Source: an optimization exercise on an open RTL-to-GDS flow (aim: small area and a short achievable clock period). Production flows keep margins and buffers that such runs may drop.
Function was checked by simulation only, so behaviour that the tests miss may differ from the original.
No activity file was given, so power comes from the tool's default toggle rates.

run A:
Design conv_peak_detect, start of the top module:
module conv_peak_detect
#(
  parameter int unsigned MAX_LEN = 8,
  parameter int unsigned IDX_W   = 4
) (
  input  logic                  clk,
  input  logic                  rst,
  input  logic                  in_valid,
  input  logic [2*conv_pkg::SAMPLE_W-1:0] in_data,
  output logic                  out_valid,
  output conv_pkg::energy_t        out_peak,
  output logic [IDX_W-1:0]      out_idx,
  output logic [IDX_W-1:0]      out_len,
  output logic                  out_ovf,
  output logic                  out_err
);
Size: roughly 1400 cells after synthesis, ~86 I/O pins.
==> flow/config.mk <==
export PLATFORM = sky130hd
export DESIGN_NAME = conv_peak_detect
export DESIGN_NICKNAME = conv_peak_detect
export VERILOG_FILES = /design/flow/design.v
export SDC_FILE = /design/flow/constraint.sdc
export NUM_CORES = 4
export LEC_CHECK = 0
export ABC_CLOCK_PERIOD_IN_PS = 4000
export CAP_MARGIN = 20
export CORE_MARGIN = 2
export CORE_UTILIZATION = 40
export PLACE_DENSITY = 0.6
export SETUP_SLACK_MARGIN = 3.8
export SLEW_MARGIN = 20
export SYNTH_HIERARCHICAL = 1
export SYNTH_MINIMUM_KEEP_SIZE = 0
==> flow/constraint.sdc <==
create_clock -name core_clock -period 7.5 [get_ports {clk}]
set_input_delay 1.5000 -clock core_clock [delete_from_list [all_inputs] [get_ports {clk}]]
set_output_delay 1.5000 -clock core_clock [all_outputs]
set_load 0.01 [all_outputs]
standard.sh (not shown) runs the stock make flow with config.mk's settings and CLKGATE_MAP_FILE= SYNTH_SCRIPT=/design/flow/synth_recipe.tcl, a recipe that flattens the netlist after the stock synthesis.
==> flow/flow/run.sh <==
#!/bin/bash
set -euo pipefail
export BUFFER_PORTS_ARGS="-buffer_cell sky130_fd_sc_hd__buf_1"
bash standard.sh > standard.log 2>&1
Run A went all the way through the flow, and no timing, DRC or antenna check failed.
Here is what was changed in the inputs of run B compared with run A.
Settings: a change of SETUP_SLACK_MARGIN from 3.8 to 3.0.
==> flow/run.sh (new file) <==
#!/bin/bash
# synth_recipe.tcl (not shown) runs the flow's synth.tcl, then flattens the netlist and writes it again
# the make line also repeats each setting of config.mk as NAME=value (left out here)
make -C /OpenROAD-flow-scripts/flow DESIGN_CONFIG=/design/flow/config.mk WORK_HOME=/design/flow/orfs CLKGATE_MAP_FILE= SYNTH_SCRIPT=/design/flow/synth_recipe.tcl finish
removed: flow/flow/run.sh
removed: flow/standard.sh
==> run summary <==
NOTE count of buffers not belonging to the clock network in the layout run A->run B decreased by more than 10%. Run A → run B: aggregate routed wire length increased by 0.84% relative to the old numbers; required time at the endpoint of the critical path picked up an extra 0.02 ns; first-pass GRT wire length picked up an extra about 0.64%; overall power consumption went up. The core of run B is more densely filled than that of run A. The setup slack of the critical path after layout of run B is lower than that of run A. The final reports for run B and run A show combinational fraction of design power lower in the former. Slowest library cell on the worst path = sky130_fd_sc_hd__dfxtp_1: run B; slowest library cell on the worst path = sky130_fd_sc_hd__fa_1: run A.
Setup changes, run B to run C
Settings: changing CORE_UTILIZATION from 40 to 55; setting CTS_CLUSTER_SIZE to 22 for the first time; setting CTS_CLUSTER_DIAMETER to 80 for the first time; changing SETUP_SLACK_MARGIN from 3.0 to 3.8; changing PLACE_DENSITY from 0.6 to 0.7.
==> flow/flow/run.sh (new file) <==
#!/bin/bash
set -euo pipefail
export BUFFER_PORTS_ARGS="-buffer_cell sky130_fd_sc_hd__buf_1"
export CTS_ARGS="-sink_clustering_enable -repair_clock_nets -sink_clustering_size 22 -sink_clustering_max_diameter 80 -dont_use_dummy_load"
bash standard.sh > standard.log 2>&1
==> flow/standard.sh (new file) <==
#!/bin/bash
# synth_recipe.tcl (not shown) runs the flow's synth.tcl, then flattens the netlist and writes it again
# the make line also repeats each setting of config.mk as NAME=value (left out here)
make -C /OpenROAD-flow-scripts/flow DESIGN_CONFIG=/design/flow/config.mk WORK_HOME=/design/flow/orfs CLKGATE_MAP_FILE= SYNTH_SCRIPT=/design/flow/synth_recipe.tcl "${@:-finish}"
removed: flow/run.sh
==> run summary <==
Looking at the reports, run C completed the entire flow and the layout it produced met the timing, DRC and antenna checks.
Summary of run C over run B: total of fill cells in the finished design down 1292, die area down 0.011 mm2, post-route fraction of the period consumed by the critical path down 8.4 points.
The inputs of run D differ from those of run C as listed below.
Settings: swapping 4000 for 2500 in ABC_CLOCK_PERIOD_IN_PS; swapping 55 for 40 in CORE_UTILIZATION; swapping 0.7 for 0.6 in PLACE_DENSITY.
--- outcome ---
Summary: with run C as the reference, area of all placed cells without fillers in run D moved up slightly.
Total power of run C is on par with run D.
Against run C, die area in run D rose by more than a quarter.
Run D vs run C — share of the clock period used by the worst path dropped 0.28 points.
#### Input delta (run E over run D)
Settings: CTS_CLUSTER_DIAMETER changed from 80 to 60; CTS_CLUSTER_SIZE changed from 22 to 16; ABC_CLOCK_PERIOD_IN_PS changed from 2500 to 4000.
==> flow/flow/run.sh <==
#!/bin/bash
set -euo pipefail
export BUFFER_PORTS_ARGS="-buffer_cell sky130_fd_sc_hd__buf_1"
export CTS_ARGS="-sink_clustering_enable -repair_clock_nets -sink_clustering_size 16 -sink_clustering_max_diameter 60 -dont_use_dummy_load"
bash standard.sh > standard.log 2>&1
Total vias in the final route deteriorates in run E relative to run D. No stage failed in run E, and the final checks on the layout all came back clean. Looking at portion of total power attributed to sequential cells, run E sits 1.1 points below run D. Between run E and run D, the difference in global routing usage on met2 is negligible. Post-route fraction of the period consumed by the critical path of run D is on par with run E. Diff run E..run D | setup slack at placement | unchanged. Compared with run D, run E is hungrier on power. Run E vs run D, critical path data arrival time went down by 0.02 ns.
--- input diff run E..run F ---
Settings: CTS_CLUSTER_DIAMETER now 80, was 60; SETUP_SLACK_MARGIN now 3.7, was 3.8; CTS_CLUSTER_SIZE now 22, was 16.
==> flow/flow/run.sh <==
#!/bin/bash
set -euo pipefail
export BUFFER_PORTS_ARGS="-buffer_cell sky130_fd_sc_hd__buf_1"
export CTS_ARGS="-sink_clustering_enable -repair_clock_nets -sink_clustering_size 22 -sink_clustering_max_diameter 80 -dont_use_dummy_load"
bash standard.sh > standard.log 2>&1
## What came out
Status: wire length of the first global-routing pass parity (run E, run F)
| worst IR drop on VDD | higher: run E |
In the tables for run F and run E, cell area reads higher with run E.
Via count of run E is on par with run F.
The critical path depth of run F is lower than that of run E.
Taking run E as the reference, in run F highest achievable clock rate fell 6.4 MHz, minimum period implied by the final worst setup slack rose 0.085 ns.
Cmp run F and run E / leakage power total / lower: run F

[afterwards: timing with drivers on the ports]
The flow's constraints put no driver on any port. The routed layouts listed below were extracted and timed again, unchanged, in two steps.
Step 1, drivers: a clkbuf_16 drives clk and a buf_2 each remaining input, both assumed.
Step 2, shift: input delay + t, output delay - t, t = (earliest + latest rising clock arrival at the registers) / 2. This alone moves slack from input paths to output paths.
a / b / c = ideal ports / drivers / drivers and shift; a / b = the first two.
| run | shift t [ns] | slack for setup (ns) | worst hold slack (ns) |
|---|---|---|---|
| run A | 0.571 | 3.867 / 3.867 / 3.867 | 0.325 / 0.325 / 0.325 |
| run B | 0.583 | 3.238 / 3.238 / 3.238 | 0.325 / 0.325 / 0.325 |
| run C | 0.516 | 3.865 / 3.865 / 3.865 | 0.339 / 0.339 / 0.339 |
| run D | 0.540 | 3.886 / 3.886 / 3.886 | 0.333 / 0.333 / 0.333 |
| run E | 0.555 | 3.891 / 3.891 / 3.891 | 0.328 / 0.328 / 0.328 |
| run F | 0.540 | 3.806 / 3.806 / 3.806 | 0.333 / 0.333 / 0.333 |
After both steps setup and hold are still met in every run listed.
